Background: an optimization exercise with open tools, aiming at small area. Do not read the settings as production practice. Only simulation tests tie the RTL to the original design; equivalence was not proved. Power and IR drop assume default switching activity.

==> flow/design.v <==
package cfg_extract_pkg;
    localparam int DATA_W    = 256;
    localparam int KEEP_W    = DATA_W / 8;       
    localparam int ORDER_W   = 16;
    localparam int LANES     = DATA_W / ORDER_W;  
    localparam int NUM_SEG   = 4;                
    localparam int SEG_IDX_W = $clog2(NUM_SEG);
    localparam int CFG_W     = NUM_SEG * DATA_W;
    localparam logic [SEG_IDX_W-1:0] LAST_SEG = SEG_IDX_W'(NUM_SEG - 1);
    localparam int MOD_ID_W   = 4;
    localparam int MOD_ID_LSB = 112;
    localparam logic [MOD_ID_W-1:0] CFG_MODULE_ID = 4'd15;
    localparam int STATE_W = 3;
    localparam logic [STATE_W-1:0] ST_HDR1     = 3'd0;  
    localparam logic [STATE_W-1:0] ST_HDR2     = 3'd1;  
    localparam logic [STATE_W-1:0] ST_LOAD     = 3'd2;
    localparam logic [STATE_W-1:0] ST_FWD      = 3'd3;
    localparam logic [STATE_W-1:0] ST_FWD_TAIL = 3'd4;  
    localparam logic [STATE_W-1:0] ST_FLUSH    = 3'd5;
    typedef union packed {
        struct packed {
            logic [DATA_W-MOD_ID_LSB-MOD_ID_W-1:0] rsvd_hi;
            logic [MOD_ID_W-1:0]                   mod_id;
            logic [MOD_ID_LSB-1:0]                 rsvd_lo;
        } hdr;
        logic [LANES-1:0][ORDER_W-1:0] lane;   
    } beat_u;
endpackage
`timescale 1ns/100ps
module cfg_rx_fsm (
    input  logic                                    axis_clk,
    input  logic                                    aresetn,
    input  cfg_extract_pkg::beat_u                  i_tdata,
    input  logic                                    i_tvalid,
    input  logic                                    i_tlast,
    output logic                                    o_load,      
    output logic                                    o_commit,
    output logic                                    o_pass
);
    logic [cfg_extract_pkg::STATE_W-1:0]    state;
    logic [cfg_extract_pkg::STATE_W-1:0]    state_nxt;
    logic [cfg_extract_pkg::SEG_IDX_W-1:0]  seg_cnt;     
    logic                                   first_beat;
    logic                                   id_match;
    logic                                   last_seg;
    assign first_beat = i_tvalid && (state == cfg_extract_pkg::ST_HDR1 ||
                                     state == cfg_extract_pkg::ST_FWD_TAIL);
    assign id_match   = (i_tdata.hdr.mod_id == cfg_extract_pkg::CFG_MODULE_ID);
    assign last_seg   = (seg_cnt == cfg_extract_pkg::LAST_SEG);
    always_comb begin
        state_nxt = state;
        case (state)
            cfg_extract_pkg::ST_HDR1: begin
                if (first_beat)
                    state_nxt = cfg_extract_pkg::ST_HDR2;
            end
            cfg_extract_pkg::ST_HDR2: begin
                if (i_tvalid) begin
                    if (id_match)    
                        state_nxt = i_tlast ? cfg_extract_pkg::ST_HDR1 : cfg_extract_pkg::ST_LOAD;
                    else
                        state_nxt = i_tlast ? cfg_extract_pkg::ST_FWD_TAIL
                                            : cfg_extract_pkg::ST_FWD;
                end
            end
            cfg_extract_pkg::ST_LOAD: begin
                if (i_tvalid) begin
                    if (last_seg)    
                        state_nxt = i_tlast ? cfg_extract_pkg::ST_HDR1 : cfg_extract_pkg::ST_FLUSH;
                    else if (i_tlast)
                        state_nxt = cfg_extract_pkg::ST_HDR1;    
                end
            end
            cfg_extract_pkg::ST_FWD: begin
                if (i_tvalid && i_tlast)
                    state_nxt = cfg_extract_pkg::ST_FWD_TAIL;
            end
            cfg_extract_pkg::ST_FWD_TAIL: begin
                state_nxt = first_beat ? cfg_extract_pkg::ST_HDR2 : cfg_extract_pkg::ST_HDR1;
            end
            cfg_extract_pkg::ST_FLUSH: begin
                if (i_tvalid && i_tlast)
                    state_nxt = cfg_extract_pkg::ST_HDR1;
            end
            default: state_nxt = cfg_extract_pkg::ST_HDR1;
        endcase
    end
    always_ff @(posedge axis_clk) begin
        if (!aresetn) begin
            state   <= cfg_extract_pkg::ST_HDR1;
            seg_cnt <= '0;
        end else begin
            state <= state_nxt;
            if (state != cfg_extract_pkg::ST_LOAD)
                seg_cnt <= '0;
            else if (i_tvalid)
                seg_cnt <= seg_cnt + 1'b1;   
        end
    end
    assign o_load    = (state == cfg_extract_pkg::ST_LOAD);
    assign o_commit  = o_load && i_tvalid && last_seg && i_tlast;
    assign o_pass = (state == cfg_extract_pkg::ST_HDR2 && i_tvalid && !id_match) ||
                    state == cfg_extract_pkg::ST_FWD ||
                    state == cfg_extract_pkg::ST_FWD_TAIL;
endmodule
`timescale 1ns/100ps
module cfg_table_store (
    input  logic                                    axis_clk,
    input  logic                                    aresetn,
    input  logic [cfg_extract_pkg::DATA_W-1:0]      i_tdata,
    input  logic [3*cfg_extract_pkg::DATA_W-1:0]    i_shadow,    
    input  logic                                    i_commit,
    output logic [cfg_extract_pkg::CFG_W-1:0]       o_cfg_info,
    output logic                                    o_cfg_update
);
    logic [cfg_extract_pkg::CFG_W/cfg_extract_pkg::ORDER_W-1:0][cfg_extract_pkg::ORDER_W-1:0] payload;
    logic [cfg_extract_pkg::CFG_W/cfg_extract_pkg::ORDER_W-1:0][cfg_extract_pkg::ORDER_W-1:0] swapped;
    assign payload = {i_tdata, i_shadow};
    always_comb begin
        for (int k = 0; k < cfg_extract_pkg::CFG_W / cfg_extract_pkg::ORDER_W; k++) begin
            swapped[k] = {payload[k][cfg_extract_pkg::ORDER_W/2-1:0],
                          payload[k][cfg_extract_pkg::ORDER_W-1:cfg_extract_pkg::ORDER_W/2]};
        end
    end
    logic ld, hold;
    assign ld   = aresetn &&  i_commit;
    assign hold = aresetn && !i_commit;
    always_ff @(posedge axis_clk)
        o_cfg_update <= ld;              
    for (genvar b = 0; b < cfg_extract_pkg::CFG_W; b++) begin : g_bit
        cfg_hold_bit u_bit (
            .axis_clk (axis_clk),
            .i_new    (swapped[b/cfg_extract_pkg::ORDER_W][b%cfg_extract_pkg::ORDER_W]),
            .i_ld     (ld),
            .i_hold   (hold),
            .o_q      (o_cfg_info[b])
        );
    end
endmodule
module cfg_hold_bit (
    input  logic axis_clk,
    input  logic i_new,
    input  logic i_ld,
    input  logic i_hold,
    output logic o_q
);
    always_ff @(posedge axis_clk)
        o_q <= (i_new & i_ld) | (o_q & i_hold);
endmodule
module cfg_sel_bit (
    input  logic axis_clk,
    input  logic i_a,
    input  logic i_ld_a,
    input  logic i_b,
    input  logic i_ld_b,
    input  logic i_hold,
    output logic o_q
);
    always_ff @(posedge axis_clk)
        o_q <= (i_a & i_ld_a) | (i_b & i_ld_b) | (o_q & i_hold);
endmodule
`timescale 1ns/100ps
module ctrl_bypass (
    input  logic                                axis_clk,
    input  logic                                aresetn,
    input  logic [cfg_extract_pkg::DATA_W-1:0]  i_tdata,
    input  logic [cfg_extract_pkg::KEEP_W-1:0]  i_tkeep,
    input  logic                                i_tvalid,
    input  logic                                i_tlast,
    input  logic                                i_pass,
    input  logic                                i_load,
    output logic [cfg_extract_pkg::DATA_W-1:0]  o_tdata,
    output logic [cfg_extract_pkg::KEEP_W-1:0]  o_tkeep,
    output logic                                o_tvalid,
    output logic                                o_tlast,
    output logic [3*cfg_extract_pkg::DATA_W-1:0] o_shadow   
);
    logic [cfg_extract_pkg::DATA_W-1:0] s1_data;
    logic [cfg_extract_pkg::DATA_W-1:2*cfg_extract_pkg::KEEP_W] s3_data;
    logic [cfg_extract_pkg::KEEP_W-1:0] s1_keep;
    logic                               s1_valid;
    logic                               s1_last;
    logic s1_ld, s1_hold;    
    logic s2_ld, s2_hold;    
    logic s3_ld, s3_hold;    
    assign s1_ld   =  i_tvalid;
    assign s1_hold = !i_tvalid;
    assign s2_ld   = !i_load ||  i_tvalid;
    assign s2_hold =  i_load && !i_tvalid;
    assign s3_ld   =  i_load &&  i_tvalid;
    assign s3_hold = !s3_ld;
    always_ff @(posedge axis_clk) begin
        s1_valid <= i_tvalid;    
        s1_last  <= i_tlast;
    end
    always_ff @(posedge axis_clk) begin
        if (!aresetn)
            o_tvalid <= 1'b0;
        else
            o_tvalid <= i_pass && s1_valid;
    end
    always_ff @(posedge axis_clk)
        o_tlast <= s1_last;
    for (genvar b = 0; b < cfg_extract_pkg::DATA_W; b++) begin : g_bit
        cfg_hold_bit u_s1 (.axis_clk(axis_clk), .i_new(i_tdata[b]), .i_ld(s1_ld), .i_hold(s1_hold), .o_q(s1_data[b]));
        cfg_hold_bit u_s2 (.axis_clk(axis_clk), .i_new(s1_data[b]), .i_ld(s2_ld), .i_hold(s2_hold), .o_q(o_tdata[b]));
        if (b >= 2*cfg_extract_pkg::KEEP_W) begin : g_s3
            cfg_hold_bit u_s3 (.axis_clk(axis_clk), .i_new(o_tdata[b]), .i_ld(s3_ld), .i_hold(s3_hold), .o_q(s3_data[b]));
        end
    end
    logic k1_ld, k1_hold, k1_pay;    
    logic k2_ld, k2_hold, k2_pay;
    assign k1_pay  =  i_load &&  i_tvalid;
    assign k1_ld   = !i_load &&  i_tvalid;
    assign k1_hold = !i_tvalid;
    assign k2_pay  =  i_load &&  i_tvalid;
    assign k2_ld   = !i_load;
    assign k2_hold =  i_load && !i_tvalid;
    for (genvar b = 0; b < cfg_extract_pkg::KEEP_W; b++) begin : g_keep
        cfg_sel_bit u_k1 (.axis_clk(axis_clk),
                          .i_a(i_tkeep[b]), .i_ld_a(k1_ld),
                          .i_b(o_tdata[b]), .i_ld_b(k1_pay),
                          .i_hold(k1_hold), .o_q(s1_keep[b]));
        cfg_sel_bit u_k2 (.axis_clk(axis_clk),
                          .i_a(s1_keep[b]), .i_ld_a(k2_ld),
                          .i_b(o_tdata[cfg_extract_pkg::KEEP_W+b]), .i_ld_b(k2_pay),
                          .i_hold(k2_hold), .o_q(o_tkeep[b]));
    end
    assign o_shadow = {s1_data, o_tdata, s3_data, o_tkeep, s1_keep};
endmodule
`timescale 1ns/100ps
module cfg_extract_top (
    input  logic                                axis_clk,
    input  logic                                aresetn,
    input  logic [cfg_extract_pkg::DATA_W-1:0]  i_ctrl_tdata,
    input  logic [cfg_extract_pkg::KEEP_W-1:0]  i_ctrl_tkeep,
    input  logic                                i_ctrl_tvalid,
    input  logic                                i_ctrl_tlast,
    output logic [cfg_extract_pkg::DATA_W-1:0]  o_ctrl_tdata,
    output logic [cfg_extract_pkg::KEEP_W-1:0]  o_ctrl_tkeep,
    output logic                                o_ctrl_tvalid,
    output logic                                o_ctrl_tlast,
    output logic [cfg_extract_pkg::CFG_W-1:0]   o_cfg_info,
    output logic                                o_cfg_update
);
    logic                                   load;
    logic                                   commit;
    logic                                   pass;    
    logic [3*cfg_extract_pkg::DATA_W-1:0]   shadow;
    cfg_rx_fsm u_rx_fsm (
        .axis_clk  (axis_clk),
        .aresetn   (aresetn),
        .i_tdata   (i_ctrl_tdata),
        .i_tvalid  (i_ctrl_tvalid),
        .i_tlast   (i_ctrl_tlast),
        .o_load    (load),
        .o_commit  (commit),
        .o_pass    (pass)
    );
    cfg_table_store u_table_store (
        .axis_clk     (axis_clk),
        .aresetn      (aresetn),
        .i_tdata      (i_ctrl_tdata),
        .i_shadow     (shadow),
        .i_commit     (commit),
        .o_cfg_info   (o_cfg_info),
        .o_cfg_update (o_cfg_update)
    );
    ctrl_bypass u_bypass (
        .axis_clk (axis_clk),
        .aresetn  (aresetn),
        .i_tdata  (i_ctrl_tdata),
        .i_tkeep  (i_ctrl_tkeep),
        .i_tvalid (i_ctrl_tvalid),
        .i_tlast  (i_ctrl_tlast),
        .i_pass   (pass),
        .i_load   (load),
        .o_tdata  (o_ctrl_tdata),
        .o_tkeep  (o_ctrl_tkeep),
        .o_tvalid (o_ctrl_tvalid),
        .o_tlast  (o_ctrl_tlast),
        .o_shadow (shadow)
    );
endmodule
==> flow/flow/run.sh <==
#!/bin/bash
# Standard layout with two changes: the smallest buffer on every port instead of
# the default delay buffer, and a clock tree of mid-size buffers in small clusters
# without dummy loads.
set -euo pipefail
export BUFFER_PORTS_ARGS="-buffer_cell sky130_fd_sc_hd__buf_1"
export CTS_ARGS="-sink_clustering_enable -repair_clock_nets -dont_use_dummy_load -buf_list sky130_fd_sc_hd__clkbuf_8 -sink_clustering_size 16 -sink_clustering_max_diameter 80 -tree_buf sky130_fd_sc_hd__clkbuf_4"
bash standard.sh finish > orfs_make.log 2>&1
==> flow/standard.sh <==
#!/bin/bash
# synth_recipe.tcl (not shown) runs the flow's synth.tcl, then flattens the netlist and writes it again
# the make line also repeats each setting of config.mk as NAME=value (left out here)
make -C /OpenROAD-flow-scripts/flow DESIGN_CONFIG=/design/flow/config.mk WORK_HOME=/design/flow/orfs CLKGATE_MAP_FILE= SYNTH_SCRIPT=/design/flow/synth_recipe.tcl "${@:-finish}"
==> flow/config.mk <==
export PLATFORM = sky130hd
export DESIGN_NAME = cfg_extract_top
export DESIGN_NICKNAME = cfg_extract_top
export VERILOG_FILES = /design/flow/design.v
export SDC_FILE = /design/flow/constraint.sdc
export NUM_CORES = 4
export LEC_CHECK = 0
export CAP_MARGIN = 20
export CORE_AREA = 10 10 470 470
export DIE_AREA = 0 0 480 480
export SLEW_MARGIN = 20
export SYNTH_HIERARCHICAL = 1
export SYNTH_MINIMUM_KEEP_SIZE = 0
==> flow/constraint.sdc <==
create_clock -name core_clock -period 5.0 [get_ports {axis_clk}]
set_input_delay 1.0000 -clock core_clock [delete_from_list [all_inputs] [get_ports {axis_clk}]]
set_output_delay 1.0000 -clock core_clock [all_outputs]
set_load 0.01 [all_outputs]
==> impl_metrics.json, run 1 <==
{
  "timing.clock.skew_ns": 0.150,
  "crit-reg2reg-capture": "u_table_store.g_bit[551].u_bit.o_q",
  "yosys-top-cells-area": "sky130_fd_sc_hd__dfxtp_1, sky130_fd_sc_hd__a22o_1, sky130_fd_sc_hd__buf_4, sky130_fd_sc_hd__a222oi_1, sky130_fd_sc_hd__inv_1",
  "slew-limit-headroom_pct": 18.8,
  "rsz0062_at_grt": "no",
  "whs_ns": 0.252,
  "num_io_pins": 1607,
  "min_period_ns": 2.95,
  "report.final.hold_viol_count": 0,
  "synth.avg_cell_area_sq_um": 13.7,
  "edff_count_synth": 0,
  "area_growth_pct": 18.7,
  "cts_made_buffers": 137,
  "hpwlAfterDp_um": 200000,
  "grt_usage_pct": 21.4,
  "wl_per_cell_um": 31.7,
  "setup_violations": 0,
  "worst_setup_hold_path_clk_slew_ns": 0.10,
  "worst_hold_startpoint": "i_ctrl_tdata[138]",
  "drv.max_cap_violation_count": 0,
  "outcome": "complete, no violations",
  "floorplan.initialDensity_pct": 26.0,
  "critical-path-top-delay-family": "buffers and inverters",
  "post_drt_via_cell_ratio": 5.24,
  "irDropWorstVdd_uv": 247,
  "grt_max_degree": 150,
  "worstHoldEndpoint": "u_table_store.g_bit[898].u_bit.o_q",
  "synthFlopType": "sky130_fd_sc_hd__dfxtp_1",
  "cts_sinks": 1802,
  "ff2ff_setup_slack_ns": 2.07,
  "syn_inst": 4000,
  "yosysMostFrequentCell": "sky130_fd_sc_hd__dfxtp_1",
  "grt_pass1_vias": 40600,
  "root_buffer": "sky130_fd_sc_hd__clkbuf_8",
  "fillCellCount": 21600,
  "first_pass_iters": 6,
  "fp.dieW_um": 480,
  "design.die.area_sq_mm": 0.230,
  "dpl-instance-area_sq_mm": 0.0630,
  "timing.critical_path.fanout_max": 2,
  "finish.utilization_pct": 30.9,
  "finalCritPeriodShare_pct": 59.1,
  "finalMaxSlewViolations": 0,
  "cts_post_setup_buffers_inserted": 0,
  "worst_hold_path.num_cells": 2,
  "cell_accounting_for_the_most_synthesized_area": "sky130_fd_sc_hd__dfxtp_1",
  "antenna_found_initial": 51,
  "drive_above_1_share_pct": 4.13,
  "rr_worst_depth": 7,
  "cts_repair_resize_count": 0,
  "synth_nets": 4293,
  "critPathRequiredTime_ns": 4.00,
  "floorplan.die.height_um": 480,
  "synth_area_sq_mm": 0.0546,
  "ys.warnings.count": 11,
  "final_cells": 8353,
  "insertion_delay_ns": 1.00,
  "power.static_leakage_uw": 0.0247,
  "max_freq_ghz": 0.339,
  "timing.critical_path.slowest_stage_cell": "sky130_fd_sc_hd__buf_1",
  "worst_setup_start_kind": "flop",
  "synth_top_cells_by_count": "sky130_fd_sc_hd__dfxtp_1, sky130_fd_sc_hd__a22o_1, sky130_fd_sc_hd__buf_4",
  "max_stage_delay_ns": 0.73,
  "std_cell_rows": 168,
  "globalplace.congestion": 0.943,
  "cts_tree": "done",
  "worstSetupPathType": "reg -> out",
  "ctsHoldBuffers": 0,
  "grt_remaining_overflow": 0,
  "drt_iter0_drc": 4780,
  "netlist-cell-type-count": 37,
  "worstPathBufferInverterCount": 1,
  "synth.yosys.seq_area_share_pct": 66.0,
  "post-route-cell-area_sq_mm": 0.0648,
  "synthArstFlopShare_pct": 0,
  "arrival_ns": 1.95,
  "final_net_count": 5822,
  "routed_wl_um": 265000,
  "worst_pin_slew_ns": 1.22,
  "cts.htree.levels": 4,
  "timing.rr.start": "u_rx_fsm.state[1]",
  "cts.path.max_buffers": 3,
  "postRouteAntennaNets": 0,
  "io_buffers": 1606,
  "grt_first_pass_wirelength_um": 355000,
  "pwrdens_mw_per_mm2": 388,
  "crit_path_cell_trace": "buf_1",
  "core_area_sq_mm": 0.210,
  "hold_path_class": "in -> reg",
  "end_kind": "output port",
  "placed_cells_incl_taps": 8194,
  "synth_seq_cells": 1802,
  "synth_top_area_share_pct": 66.0,
  "route.detailed.drc": 0,
  "vias": 43800,
  "setup-tns-final_ns": 0
}
-- modules after synthesis (local to each module, per instance), a selection --
module	flops+latches	cells	times used	cell area, sq um
cfg_hold_bit	1	2	1728	28.8
ctrl_bypass	4	300	1	2290
cfg_sel_bit	1	3	64	33.8
cfg_rx_fsm	5	49	1	425
cfg_table_store	1	3	1	36.3
-- cell families after synthesis --
kind of cell / count (synthesis) / share of synthesized area, %
buffers and inverters: 359 / 4.49
AOI/OAI and AO/OA: 1807 / 29.1
DFF: 1802 / 66.0
muxes: 1 / 0.0183
xor gates and xnor gates: 1 / 0.0160
and+or+nand+nor: 29 / 0.330
adders and majority gates: 1 / 0.0229
-- stage by stage --
| step | setup slack [ns] | total power, uW |
|---|---|---|
| final | 2.05 | 25200 |
| after global routing | 1.85 | 26100 |
| after global placement | 1.55 | 18500 |
| after detailed placement | 1.51 | 18600 |
| after floorplan | -2.70 | 17700 |
| after CTS | 1.74 | 25400 |
-- area by class of cell --
type / instances / area [sq um] / area share [%]
clock buffers: 137 / 1790 / 2.75
multi-input cells: 1839 / 16100 / 24.9
diodes: 21 / 52.6 / 0.0810
well taps: 2805 / 3510 / 5.41
repair buffers: 1682 / 7030 / 10.8
flip-flops and latches: 1802 / 36100 / 55.6
inverters: 67 / 259 / 0.399
-- layout by cell type, fill, tap and decap left out, drive strengths merged, types with 2 or more instances in the layout --
master | netlist | layout
dfxtp | 1802 | 1802
a22o | 1728 | 1728
buf | 292 | 1681
clkbuf | 0 | 138
inv | 67 | 67
a222oi | 64 | 64
diode | 0 | 21
nor2b | 6 | 6
nor2 | 5 | 5
and2 | 3 | 3
nand2b | 3 | 3
and2b | 3 | 3
a22oi | 3 | 3
nand2 | 3 | 3
o21ai | 3 | 3
nand3 | 2 | 2
o21a | 2 | 2
o21bai | 2 | 2
-- registers in the layout, indices dropped and copies added, names as in the netlist --
signal	cells
u_bypass.s1_last	1
u_bypass.o_tvalid	1
u_bypass.s1_valid	1
u_rx_fsm.state	3
u_bypass.o_tlast	1
u_rx_fsm.seg_cnt	2
u_bypass.g_keep.u_k1.o_q	32
u_bypass.g_bit.g_s3.u_s3.o_q	192
u_bypass.g_bit.u_s1.o_q	256
u_table_store.o_cfg_update	1
u_bypass.g_keep.u_k2.o_q	32
u_table_store.g_bit.u_bit.o_q	1024
u_bypass.g_bit.u_s2.o_q	256
-- worst max path at each step --
stage | start | end | cells after the start
after global routing | u_bypass.g_bit[134].u_s2.o_q | o_ctrl_tdata[134] | 1
after global placement | i_ctrl_tvalid | u_bypass.g_bit[251].u_s2.o_q | 5
after detailed placement | i_ctrl_tvalid | u_bypass.g_bit[111].u_s2.o_q | 5
after floorplan | i_ctrl_tvalid | u_table_store.g_bit[0].u_bit.o_q | 4
final | u_table_store.g_bit[764].u_bit.o_q | o_cfg_info[764] | 1
after CTS | u_table_store.g_bit[764].u_bit.o_q | o_cfg_info[764] | 1
-- layer usage --
metal  part of all wire (%)  vias to the layer above  track usage [%]
li1                       -                    18700                -
met1                     40                    22200             26.8
met5                   0.12                        -                0
met3                    9.3                      415             6.58
met4                    5.6                       44             10.1
met2                     45                     2393             33.3
-- report_power, final --
| part | total, uW | leakage (uW) | internal, uW | switching [uW] |
|---|---|---|---|---|
| registers | 16400 | 0.0148 | 15400 | 1060 |
| clock network | 6900 | 0.000944 | 2290 | 4600 |
| logic | 1860 | 0.00898 | 900 | 959 |
==> inputs of run 2 (changes only) <==
==> flow/flow/run.sh (replaced) <==
#!/bin/bash
# Standard layout with two changes: the smallest buffer on every port instead of
# the default delay buffer, and a clock tree of mid-size buffers in small clusters
# without dummy loads.
set -euo pipefail
export BUFFER_PORTS_ARGS="-buffer_cell sky130_fd_sc_hd__buf_1"
export CTS_ARGS="-sink_clustering_enable -repair_clock_nets -dont_use_dummy_load -buf_list sky130_fd_sc_hd__clkbuf_8 -sink_clustering_size 16 -sink_clustering_max_diameter 80"
bash standard.sh finish > orfs_make.log 2>&1
--- a/flow/config.mk
+++ b/flow/config.mk
@@ -8,6 +8,7 @@
 export CAP_MARGIN = 20
 export CORE_AREA = 10 10 470 470
 export DIE_AREA = 0 0 480 480
+export PLACE_DENSITY = 0.8
 export SLEW_MARGIN = 20
 export SYNTH_HIERARCHICAL = 1
 export SYNTH_MINIMUM_KEEP_SIZE = 0
==> impl_metrics.json, run 2 <==
{
  "routed_wl_um": 278000,
  "arrival_ns": 3.81,
  "yosys-top-cells-area": "sky130_fd_sc_hd__dfxtp_1, sky130_fd_sc_hd__a22o_1, sky130_fd_sc_hd__buf_4, sky130_fd_sc_hd__a222oi_1, sky130_fd_sc_hd__inv_1",
  "core_area_sq_mm": 0.210,
  "cts_post_setup_buffers_inserted": 0,
  "synth_nets": 4293,
  "worstPathBufferInverterCount": 1,
  "final_cells": 8381,
  "reg_top3": "u_table_store.g_bit.u_bit.o_q (1024), u_bypass.g_bit.u_s1.o_q (256), u_bypass.g_bit.u_s2.o_q (256)",
  "ys.warnings.count": 11,
  "worst_pin_slew_ns": 1.16,
  "final_common_cell": "sky130_fd_sc_hd__dfxtp_1",
  "cts.htree.levels": 4,
  "drt_iter0_drc": 5151,
  "end_kind": "flop",
  "timing.critical_path.fanout_max": 138,
  "insertion_delay_ns": 0.93,
  "yosysMostFrequentCell": "sky130_fd_sc_hd__dfxtp_1",
  "synth_seq_cells": 1802,
  "globalplace.congestion": 1.01,
  "worst_setup_hold_path_clk_slew_ns": 0.11,
  "floorplan.die.height_um": 480,
  "num_io_pins": 1607,
  "ctsHoldBuffers": 0,
  "synth_area_sq_mm": 0.0546,
  "netlist-cell-type-count": 37,
  "cell_accounting_for_the_most_synthesized_area": "sky130_fd_sc_hd__dfxtp_1",
  "edff_count_synth": 0,
  "grt_usage_pct": 22.4,
  "cts_repair_resize_count": 0,
  "grt_max_degree": 139,
  "synth_top_cells_by_count": "sky130_fd_sc_hd__dfxtp_1, sky130_fd_sc_hd__a22o_1, sky130_fd_sc_hd__buf_4",
  "irDropWorstVdd_uv": 246,
  "postRouteAntennaNets": 0,
  "hold_path_class": "reg -> reg",
  "floorplan.initialDensity_pct": 26.0,
  "placed_cells_incl_taps": 8213,
  "max_stage_delay_ns": 0.65,
  "io_buffers": 1606,
  "fillCellCount": 21200,
  "vias": 44800,
  "min_period_ns": 3.02,
  "cts.path.max_buffers": 3,
  "grt_pass1_vias": 41800,
  "sequential_cell_area_sq_mm": 0.0361,
  "synth.avg_cell_area_sq_um": 13.7,
  "final_net_count": 5845,
  "area_growth_pct": 19.3,
  "pwrdens_mw_per_mm2": 392,
  "synthFlopType": "sky130_fd_sc_hd__dfxtp_1",
  "mostFrequentLayoutCells": "sky130_fd_sc_hd__dfxtp_1, sky130_fd_sc_hd__a22o_1, sky130_fd_sc_hd__buf_1, sky130_fd_sc_hd__clkbuf_8, sky130_fd_sc_hd__inv_1",
  "max_freq_ghz": 0.332,
  "synthArstFlopShare_pct": 0,
  "power.static_leakage_uw": 0.0249,
  "worstSetupPathType": "reg -> reg",
  "timing.critical_path.slowest_stage_cell": "sky130_fd_sc_hd__and2b_4",
  "slew-limit-headroom_pct": 22.7,
  "power.sequential.fraction_pct": 64.3,
  "antenna_found_initial": 43,
  "largest_register": "u_table_store.g_bit.u_bit.o_q",
  "power.share.combinational_pct": 7.6,
  "sw_frac_of_total_pct": 26.4,
  "route.detailed.drc": 0,
  "design.die.area_sq_mm": 0.230,
  "grt_remaining_overflow": 0,
  "finalCritPeriodShare_pct": 60.3,
  "rsz0062_at_grt": "no",
  "whs_ns": 0.342,
  "first_pass_iters": 9,
  "cts_tree": "done",
  "setup_violations": 0,
  "critPathRequiredTime_ns": 5.79,
  "synth_top_area_share_pct": 66.0,
  "critical-path-top-delay-family": "simple AND/OR/NAND/NOR gates",
  "report.final.hold_viol_count": 0,
  "finalMaxSlewViolations": 0,
  "crit_path_cell_trace": "nor2b_1 > and2_1 > and4_1 > and2b_4 > buf_12 > a22o_1",
  "std_cell_rows": 168,
  "power_frac_clock_pct": 28.1,
  "timing.clock.skew_ns": 0.122,
  "wl_per_cell_um": 33.2,
  "grt_first_pass_wirelength_um": 370000,
  "worst_setup_start_kind": "flop",
  "drive_above_1_share_pct": 4.52,
  "hpwlAfterDp_um": 215000,
  "fp.dieW_um": 480,
  "multiInputGateArea_sq_mm": 0.0161,
  "cts_sinks": 1802,
  "power.net_switching_uw": 6760,
  "drv.max_cap_violation_count": 0,
  "max_ffs_per_register": 1024,
  "post_drt_via_cell_ratio": 5.35,
  "syn_inst": 4000,
  "intPower_uw": 18800,
  "outcome": "complete, no violations",
  "root_buffer": "sky130_fd_sc_hd__clkbuf_8",
  "synth.yosys.seq_area_share_pct": 66.0,
  "cts_made_buffers": 142
}
==> run 2: cell counts after synthesis <==
No cell type changed its count.
==> run 2: cell families after synthesis <==
logic type | share of synthesized area (%)
multiplexers | 0.0183
flip-flops | 66.0
adder cells (fa/ha/maj) | 0.0229
AND/OR/NAND/NOR | 0.330
XOR/XNOR | 0.0160
AO/OA/AOI/OAI | 29.1
buffers and inverters | 4.49
==> run 2: through the flow <==
stage               cell area, sq um  setup TNS (ns)  util [%]  setup slack, ns  total power [uW]
floorplan                      54700        -2929.76         -            -2.70             17700
global placement               63200               0      30.1             1.65             18600
detailed placement             63200               0      30.1             1.57             18600
CTS                            65100               0      31.0             1.74             25700
global route                   65200               0      31.0             1.81             26400
finish                         65200               0      31.1             1.98             25600
==> run 2: worst reg2reg max path, cell delays in order, from the launching register on <==
cell,delay [ns]
sky130_fd_sc_hd__dfxtp_1,0.57
sky130_fd_sc_hd__nor2b_1,0.10
sky130_fd_sc_hd__and2_1,0.35
sky130_fd_sc_hd__and4_1,0.30
sky130_fd_sc_hd__and2b_4,0.65
sky130_fd_sc_hd__buf_12,0.47
sky130_fd_sc_hd__a22o_1,0.50
==> run 2: layout make-up <==
cell class | instances | share of cell area, %
tap | 2805 | 5.38
antenna | 26 | 0.0998
inverter | 67 | 0.397
sequential | 1802 | 55.3
timing repair buffer | 1700 | 11.0
clock buffer | 142 | 3.00
multi-input combinational | 1839 | 24.8
==> run 2: path summary, 6_finish.rpt <==
kind / from / endpoint / slack (ns) / cells past startpoint
min reg2reg: u_bypass.s1_last / u_bypass.o_tlast / 0.34 / 0
max reg2reg: u_rx_fsm.state[2] / u_table_store.g_bit[312].u_bit.o_q / 1.98 / 6
min: u_bypass.s1_last / u_bypass.o_tlast / 0.34 / 0
max: u_rx_fsm.state[2] / u_table_store.g_bit[312].u_bit.o_q / 1.98 / 6
==> run 2: per-module statistics from Yosys, one instance, submodules excluded, excerpt <==
module	flip-flops and latches	cells	times used	cell area (sq um)
ctrl_bypass	4	300	1	2290
cfg_rx_fsm	5	49	1	425
cfg_table_store	1	3	1	36.3
cfg_sel_bit	1	3	64	33.8
cfg_hold_bit	1	2	1728	28.8
==> run 2: metal layers <==
| layer | part of all wire, % | GRT usage [%] | up-vias |
|---|---|---|---|
| met5 | 0.050 | 0 | - |
| met4 | 6.9 | 13.5 | 22 |
| met3 | 11 | 7.90 | 500 |
| met2 | 43 | 33.5 | 3070 |
| met1 | 39 | 27.6 | 22500 |
| li1 | - | - | 18700 |
==> run 2: power by group through the flow <==
stage	sequential, uW	clock (uW)	combinational (uW)
after CTS	16400	7370	1940
final	16400	7190	1940
after global routing	16500	7830	2070
after detailed placement	16700	0	1930
after global placement	16700	0	1870
after floorplan	16200	0	1510
==> inputs of run 3 (changes only) <==
--- a/flow/config.mk
+++ b/flow/config.mk
@@ -8,7 +8,6 @@
 export CAP_MARGIN = 20
 export CORE_AREA = 10 10 470 470
 export DIE_AREA = 0 0 480 480
-export PLACE_DENSITY = 0.8
 export SLEW_MARGIN = 20
 export SYNTH_HIERARCHICAL = 1
 export SYNTH_MINIMUM_KEEP_SIZE = 0
==> impl_metrics.json, run 3 <==
{
  "critPathRequiredTime_ns": 5.78,
  "final_net_count": 5822,
  "grt_first_pass_wirelength_um": 355000,
  "synth_area_sq_mm": 0.0546,
  "vias": 43600,
  "synth.avg_cell_area_sq_um": 13.7,
  "num_io_pins": 1607,
  "cts_tree": "done",
  "arrival_ns": 3.71,
  "whs_ns": 0.346,
  "end_kind": "flop",
  "setup_violations": 0,
  "post_drt_via_cell_ratio": 5.22,
  "finalMaxSlewViolations": 0,
  "drt_iter0_drc": 4538,
  "floorplan.initialDensity_pct": 26.0,
  "fillCellCount": 21600,
  "yosysMostFrequentCell": "sky130_fd_sc_hd__dfxtp_1",
  "grt_max_degree": 150,
  "irDropWorstVdd_uv": 248,
  "final_common_cell": "sky130_fd_sc_hd__dfxtp_1",
  "rsz0062_at_grt": "no",
  "cts_repair_resize_count": 0,
  "root_buffer": "sky130_fd_sc_hd__clkbuf_8",
  "route.detailed.drc": 0,
  "synth_nets": 4293,
  "drive_above_1_share_pct": 4.13,
  "max_ffs_per_register": 1024,
  "cts.path.max_buffers": 3,
  "timing.clock.skew_ns": 0.0885,
  "globalplace.congestion": 0.943,
  "synthFlopType": "sky130_fd_sc_hd__dfxtp_1",
  "area_growth_pct": 18.8,
  "setup-tns-final_ns": 0,
  "worstSetupPathType": "reg -> reg",
  "cts.htree.levels": 4,
  "timing.critical_path.slowest_stage_cell": "sky130_fd_sc_hd__dfxtp_1",
  "core_area_sq_mm": 0.210,
  "synthXorXnorAreaFrac_pct": 0.0160,
  "hold_path_class": "in -> reg",
  "syn_inst": 4000,
  "design.die.area_sq_mm": 0.230,
  "yosys-top-cells-area": "sky130_fd_sc_hd__dfxtp_1, sky130_fd_sc_hd__a22o_1, sky130_fd_sc_hd__buf_4, sky130_fd_sc_hd__a222oi_1, sky130_fd_sc_hd__inv_1",
  "grt_pass1_vias": 40600,
  "max_freq_ghz": 0.342,
  "grt_remaining_overflow": 0,
  "synth.yosys.seq_area_share_pct": 66.0,
  "worst_setup_hold_path_clk_slew_ns": 0.11,
  "worst_pin_slew_ns": 1.21,
  "synth_top_cells_by_count": "sky130_fd_sc_hd__dfxtp_1, sky130_fd_sc_hd__a22o_1, sky130_fd_sc_hd__buf_4",
  "cts_post_setup_buffers_inserted": 0,
  "reg_top3": "u_table_store.g_bit.u_bit.o_q (1024), u_bypass.g_bit.u_s1.o_q (256), u_bypass.g_bit.u_s2.o_q (256)",
  "yosys.area_share.adder_pct": 0.0229,
  "largest_register": "u_table_store.g_bit.u_bit.o_q",
  "power.static_leakage_uw": 0.0247,
  "cell_accounting_for_the_most_synthesized_area": "sky130_fd_sc_hd__dfxtp_1",
  "pwrdens_mw_per_mm2": 390,
  "min_period_ns": 2.93,
  "yosys.area_share.simple_pct": 0.330,
  "drv.max_cap_violation_count": 0,
  "synth_top_family_by_area": "compound AO/OA/AOI/OAI gates",
  "wl_per_cell_um": 31.7,
  "netlist-cell-type-count": 37,
  "hpwlAfterDp_um": 200000,
  "postRouteAntennaNets": 0,
  "slew-limit-headroom_pct": 19.4,
  "synthArstFlopShare_pct": 0,
  "synth_top_area_share_pct": 66.0,
  "worst_setup_start_kind": "flop",
  "mostFrequentLayoutCells": "sky130_fd_sc_hd__dfxtp_1, sky130_fd_sc_hd__a22o_1, sky130_fd_sc_hd__buf_1, sky130_fd_sc_hd__clkbuf_8, sky130_fd_sc_hd__inv_1",
  "std_cell_rows": 168,
  "insertion_delay_ns": 0.91,
  "cts_made_buffers": 137,
  "routed_wl_um": 265000,
  "timing.critical_path.fanout_max": 41,
  "finalCritPeriodShare_pct": 58.6,
  "first_pass_iters": 6,
  "edff_count_synth": 0,
  "fp.dieW_um": 480,
  "synth_seq_cells": 1802,
  "floorplan.die.height_um": 480,
  "report.final.hold_viol_count": 0,
  "synth_compound_area_share_pct": 29.1,
  "max_stage_delay_ns": 0.48,
  "outcome": "complete, no violations",
  "ys.warnings.count": 11,
  "ctsHoldBuffers": 0,
  "grt_usage_pct": 21.4,
  "crit_path_cell_trace": "nor2b_1 > and2_1 > and4_1 > and2_4 > buf_12 > buf_4 > a22o_1",
  "antenna_found_initial": 50,
  "synthMuxAreaShare_pct": 0.0183,
  "io_buffers": 1606,
  "cts_sinks": 1802
}
run 3: cell types whose count changed in the layout (fill, tap and decap cells not counted), sizes merged:
| cell | delta |
|---|---|
| clkbuf | -5 |
| diode | -12 |
| buf | -18 |
run 3: per-module statistics from Yosys, one instance, submodules excluded, a selection:
module / copies in the design / flops+latches
cfg_hold_bit: 1728 / 1
cfg_rx_fsm: 1 / 5
cfg_sel_bit: 64 / 1
cfg_table_store: 1 / 1
ctrl_bypass: 1 / 4
run 3: cell families (layout without fill, tap and decap cells):
family                     Yosys count  count (layout)
adders and majority gates            1               1
muxes                                1               1
buffers and inverters              359            1886
DFF                               1802            1802
AOI/OAI and AO/OA                 1807            1807
other                                0              14
xor gates and xnor gates             1               1
and+or+nand+nor                     29              29
run 3: final timing paths:
check	cells past startpoint	from	end	slack (ns)
worst max-delay path	7	u_rx_fsm.state[1]	u_table_store.g_bit[286].u_bit.o_q	2.07
worst min-delay path	2	i_ctrl_tdata[138]	u_bypass.g_bit[138].u_s1.o_q	0.35
worst max register to register	7	u_rx_fsm.state[1]	u_table_store.g_bit[286].u_bit.o_q	2.07
worst min register to register	0	u_bypass.s1_last	u_bypass.o_tlast	0.35
run 3: routing by layer:
metal  up-vias  GRT usage [%]  wire length, um
met1     22100           26.8           105000
met5         -              0              312
met3       413           6.58            25000
met4        44           10.1            14800
met2      2389           33.3           120000
li1      18700              -                -
run 3: through the flow:
step           utilization (%)  power, uW  area (sq um)  instances  worst slack (ns)
2_1_floorplan                -      17700         54700       4000             -2.70
3_3_place_gp              30.0      18500         63000       8194              1.55
5_1_grt                   30.9      26300         64900       8334              1.87
6_report                  30.9      25400         64900       8346              2.07
3_5_place_dp              30.0      18600         63000       8194              1.51
4_1_cts                   30.9      25600         64900       8331              1.81
run 3: power breakdown:
group / switching [uW] / internal [uW]
clock network: 4620 / 2460
registers: 1060 / 15400
logic: 957 / 901
run 3: final cells by class:
cell class | instances | area, sq um | area share [%]
well taps | 2805 | 3510 | 5.41
inverters | 67 | 259 | 0.399
multi-input cells | 1839 | 16100 | 24.9
repair buffers | 1682 | 7030 | 10.8
clock buffers | 137 | 1890 | 2.90
flip-flops and latches | 1802 | 36100 | 55.6
diodes | 14 | 35.0 | 0.0540
run 3: worst max-delay path, delay by kind of cell, from the launching register on:
family	cells	cell delay [ns]
buffers and inverters	2	0.73
AND/OR/NAND/NOR	4	1.37
AO/OA/AOI/OAI	1	0.22
flip-flops	1	0.48
==> inputs of run 4 (changes only) <==
--- a/flow/config.mk
+++ b/flow/config.mk
@@ -6,8 +6,8 @@
 export NUM_CORES = 4
 export LEC_CHECK = 0
 export CAP_MARGIN = 20
-export CORE_AREA = 10 10 470 470
-export DIE_AREA = 0 0 480 480
+export CORE_AREA = 10 10 442 442
+export DIE_AREA = 0 0 452 452
 export SLEW_MARGIN = 20
 export SYNTH_HIERARCHICAL = 1
 export SYNTH_MINIMUM_KEEP_SIZE = 0
==> impl_metrics.json, run 4 <==
{
  "outcome": "complete, no violations",
  "crit_path_cell_trace": "nor2b_1 > and2_1 > and4_1 > and2b_4 > buf_12 > buf_4 > a22o_1",
  "power.static_leakage_uw": 0.0249,
  "synth.avg_cell_area_sq_um": 13.7,
  "synthXorXnorAreaFrac_pct": 0.0160,
  "synth_top_cells_by_count": "sky130_fd_sc_hd__dfxtp_1, sky130_fd_sc_hd__a22o_1, sky130_fd_sc_hd__buf_4",
  "sequential_cell_area_sq_mm": 0.0361,
  "drv.max_cap_violation_count": 0,
  "edff_count_synth": 0,
  "timing.final.ws_setup_ns": 1.81,
  "met3_usage_in_global_routing_pct": 7.44,
  "netlist-cell-type-count": 37,
  "post-route-cell-area_sq_mm": 0.0649,
  "final_cells": 8062,
  "floorplan.die.height_um": 452,
  "grt_pass1_vias": 41000,
  "num_io_pins": 1607,
  "cts_made_buffers": 138,
  "route.detailed.drc": 0,
  "report.final.hold_viol_count": 0,
  "drt_iter0_drc": 4673,
  "cts_post_setup_buffers_inserted": 0,
  "ff2ff_setup_slack_ns": 1.81,
  "worst_setup_start_kind": "flop",
  "end_kind": "flop",
  "synth_seq_cells": 1802,
  "globalplace.congestion": 0.932,
  "finalCritPeriodShare_pct": 63.8,
  "mostFrequentLayoutCells": "sky130_fd_sc_hd__dfxtp_1, sky130_fd_sc_hd__a22o_1, sky130_fd_sc_hd__buf_1, sky130_fd_sc_hd__clkbuf_8, sky130_fd_sc_hd__buf_4",
  "grt_remaining_overflow": 0,
  "pwrdens_mw_per_mm2": 390,
  "finish.utilization_pct": 35.0,
  "cts.htree.levels": 4,
  "worstSetupPathType": "reg -> reg",
  "yosys-top-cells-area": "sky130_fd_sc_hd__dfxtp_1, sky130_fd_sc_hd__a22o_1, sky130_fd_sc_hd__buf_4, sky130_fd_sc_hd__a222oi_1, sky130_fd_sc_hd__inv_1",
  "io_buffers": 1606,
  "vias": 43600,
  "dpl-instance-area_sq_mm": 0.0630,
  "root_buffer": "sky130_fd_sc_hd__clkbuf_8",
  "min_period_ns": 3.19,
  "synth_top_family_by_area": "compound AO/OA/AOI/OAI gates",
  "synth.yosys.seq_area_share_pct": 66.0,
  "synthFlopType": "sky130_fd_sc_hd__dfxtp_1",
  "design.die.area_sq_mm": 0.204,
  "syn_inst": 4000,
  "largest_register": "u_table_store.g_bit.u_bit.o_q",
  "hpwlAfterDp_um": 189000,
  "synth_nets": 4293,
  "dp_slack_ns": 1.39,
  "grt_util_met2_pct": 36.8,
  "top_usage_layer": "met2",
  "timing.clock.skew_ns": 0.102,
  "synthMuxAreaShare_pct": 0.0183,
  "yosys.area_share.simple_pct": 0.330,
  "irDropWorstVdd_uv": 238,
  "setup_violations": 0,
  "cts_tree": "done",
  "max_ffs_per_register": 1024,
  "std_cell_rows": 158,
  "yosysMostFrequentCell": "sky130_fd_sc_hd__dfxtp_1",
  "timing.critical_path.fanout_max": 65,
  "final_common_cell": "sky130_fd_sc_hd__dfxtp_1",
  "wl_per_cell_um": 31.3,
  "drive_above_1_share_pct": 4.73,
  "first_pass_iters": 10,
  "cts.path.max_buffers": 3,
  "critical-path-top-delay-family": "simple AND/OR/NAND/NOR gates",
  "critPathRequiredTime_ns": 5.84,
  "antenna_found_initial": 32,
  "cell_accounting_for_the_most_synthesized_area": "sky130_fd_sc_hd__dfxtp_1",
  "worstPathBufferInverterCount": 2,
  "hold_path_class": "in -> reg",
  "core_area_sq_mm": 0.185,
  "max_freq_ghz": 0.313,
  "grt_max_degree": 116,
  "grt_first_pass_wirelength_um": 342000,
  "worst_setup_hold_path_clk_slew_ns": 0.10,
  "fp.dieW_um": 452,
  "ys.warnings.count": 11,
  "insertion_delay_ns": 0.92,
  "reg_top3": "u_table_store.g_bit.u_bit.o_q (1024), u_bypass.g_bit.u_s1.o_q (256), u_bypass.g_bit.u_s2.o_q (256)",
  "post_drt_via_cell_ratio": 5.40,
  "grt_usage_pct": 23.0,
  "routed_wl_um": 253000,
  "timing.critical_path.slowest_stage_cell": "sky130_fd_sc_hd__and2b_4",
  "area_growth_pct": 18.8,
  "max_stage_delay_ns": 0.86,
  "placed_cells_incl_taps": 7905,
  "cts_repair_resize_count": 0,
  "worst_pin_slew_ns": 1.11,
  "multiInputGateArea_sq_mm": 0.0161,
  "synth_area_sq_mm": 0.0546,
  "finalMaxSlewViolations": 0,
  "whs_ns": 0.307,
  "final_net_count": 5858,
  "slew-limit-headroom_pct": 26.1,
  "yosys.area_share.adder_pct": 0.0229,
  "synthArstFlopShare_pct": 0,
  "arrival_ns": 4.03,
  "synth_compound_area_share_pct": 29.1,
  "rsz0062_at_grt": "no",
  "use_met1_pct": 27.9,
  "fillCellCount": 18500,
  "ctsHoldBuffers": 0,
  "synth_top_area_share_pct": 66.0,
  "floorplan.initialDensity_pct": 29.5,
  "postRouteAntennaNets": 0,
  "cts_sinks": 1802
}
run 4: cell types whose count changed in the layout (fill, tap and decap cells not counted):
cell                       before   now
sky130_fd_sc_hd__buf_4         44    70
sky130_fd_sc_hd__buf_12        32    41
sky130_fd_sc_hd__diode_2       14    19
sky130_fd_sc_hd__buf_1       1604  1605
sky130_fd_sc_hd__buf_16         1     0
sky130_fd_sc_hd__clkbuf_8     137   138
run 4: power breakdown:
part | internal (uW) | total [uW] | switching, uW
Sequential | 15400 | 16400 | 1020
Combinational | 920 | 1880 | 959
Clock | 2480 | 7050 | 4580
run 4: worst paths after layout:
check,from,endpoint,cells after the start
hold reg to reg,u_bypass.s1_last,u_bypass.o_tlast,0
setup reg to reg,u_rx_fsm.state[2],u_table_store.g_bit[272].u_bit.o_q,7
hold / removal,i_ctrl_tkeep[19],u_bypass.g_keep[19].u_k1.o_q,3
setup / recovery,u_rx_fsm.state[2],u_table_store.g_bit[272].u_bit.o_q,7
run 4: cell families after synthesis:
kind of cell | after synthesis
buffers and inverters | 359
AND/OR/NAND/NOR | 29
multiplexers | 1
flip-flops | 1802
adder cells (fa/ha/maj) | 1
XOR/XNOR | 1
AO/OA/AOI/OAI | 1807
run 4: modules after synthesis (local to each module, per instance), a selection:
module           copies in the design  cells inside  flip-flops and latches  area, sq um
ctrl_bypass                         1           300                       4         2290
cfg_rx_fsm                          1            49                       5          425
cfg_table_store                     1             3                       1         36.3
cfg_sel_bit                        64             3                       1         33.8
cfg_hold_bit                     1728             2                       1         28.8
run 4: routing by layer:
layer	share of wire, %	vias to the layer above
met5	0.028	-
met4	4.8	12
met3	9.7	408
met2	46	2382
met1	39	22000
li1	-	18800
run 4: metrics by stage:
step	total power, uW	TNS [ns]
after floorplan	17700	-2929.76
after global routing	26200	0
final	25300	0
after detailed placement	18500	0
after CTS	25500	0
after global placement	18500	0
run 4: worst min-delay path, stage by stage:
cell and delay [ns]:
sky130_fd_sc_hd__buf_1 0.07, sky130_fd_sc_hd__a222oi_1 0.08, sky130_fd_sc_hd__inv_1 0.05
run 4: cell type report:
cell class,count,share of cell area (%)
well taps,2480,4.78
multi-input cells,1839,24.9
clock buffers,138,2.93
flip-flops and latches,1802,55.6
diodes,19,0.0733
inverters,67,0.399
repair buffers,1717,11.4

-- what the ideal ports hide --
In the flow no input, the clock included, has a driving cell. The finished layouts below were timed again as built, in two steps.
Step 1 (the two cells are an assumption about what drives the block):
set clk [get_ports {axis_clk}]
set_driving_cell -lib_cell sky130_fd_sc_hd__clkbuf_16 $clk
set_driving_cell -lib_cell sky130_fd_sc_hd__buf_2 [delete_from_list [all_inputs] $clk]
Step 2, shift: input delay + t, output delay - t, t = (earliest + latest rising clock arrival at the registers) / 2. This alone moves slack from input paths to output paths.
Three values: no drivers, after step 1, after step 2; two values: the first two.
run | t, ns | slack for setup (ns) | worst data-port slew with drivers (ns) | pins driven straight from the clock port
run 1 | 1.006 | 2.046 / 1.955 / 1.546 | 0.22 | 1
run 2 | 0.944 | 1.985 / 1.978 / 1.591 | 0.36 | 1
run 3 | 0.939 | 2.072 / 1.998 / 1.542 | 0.22 | 1
run 4 | 0.973 | 1.810 / 1.810 / 1.305 | 0.23 | 1
After both steps setup and hold are still met in every run listed. The setup slack of run 3, which loses most, moves by -0.074 ns with the drivers and by -0.530 ns with both steps.
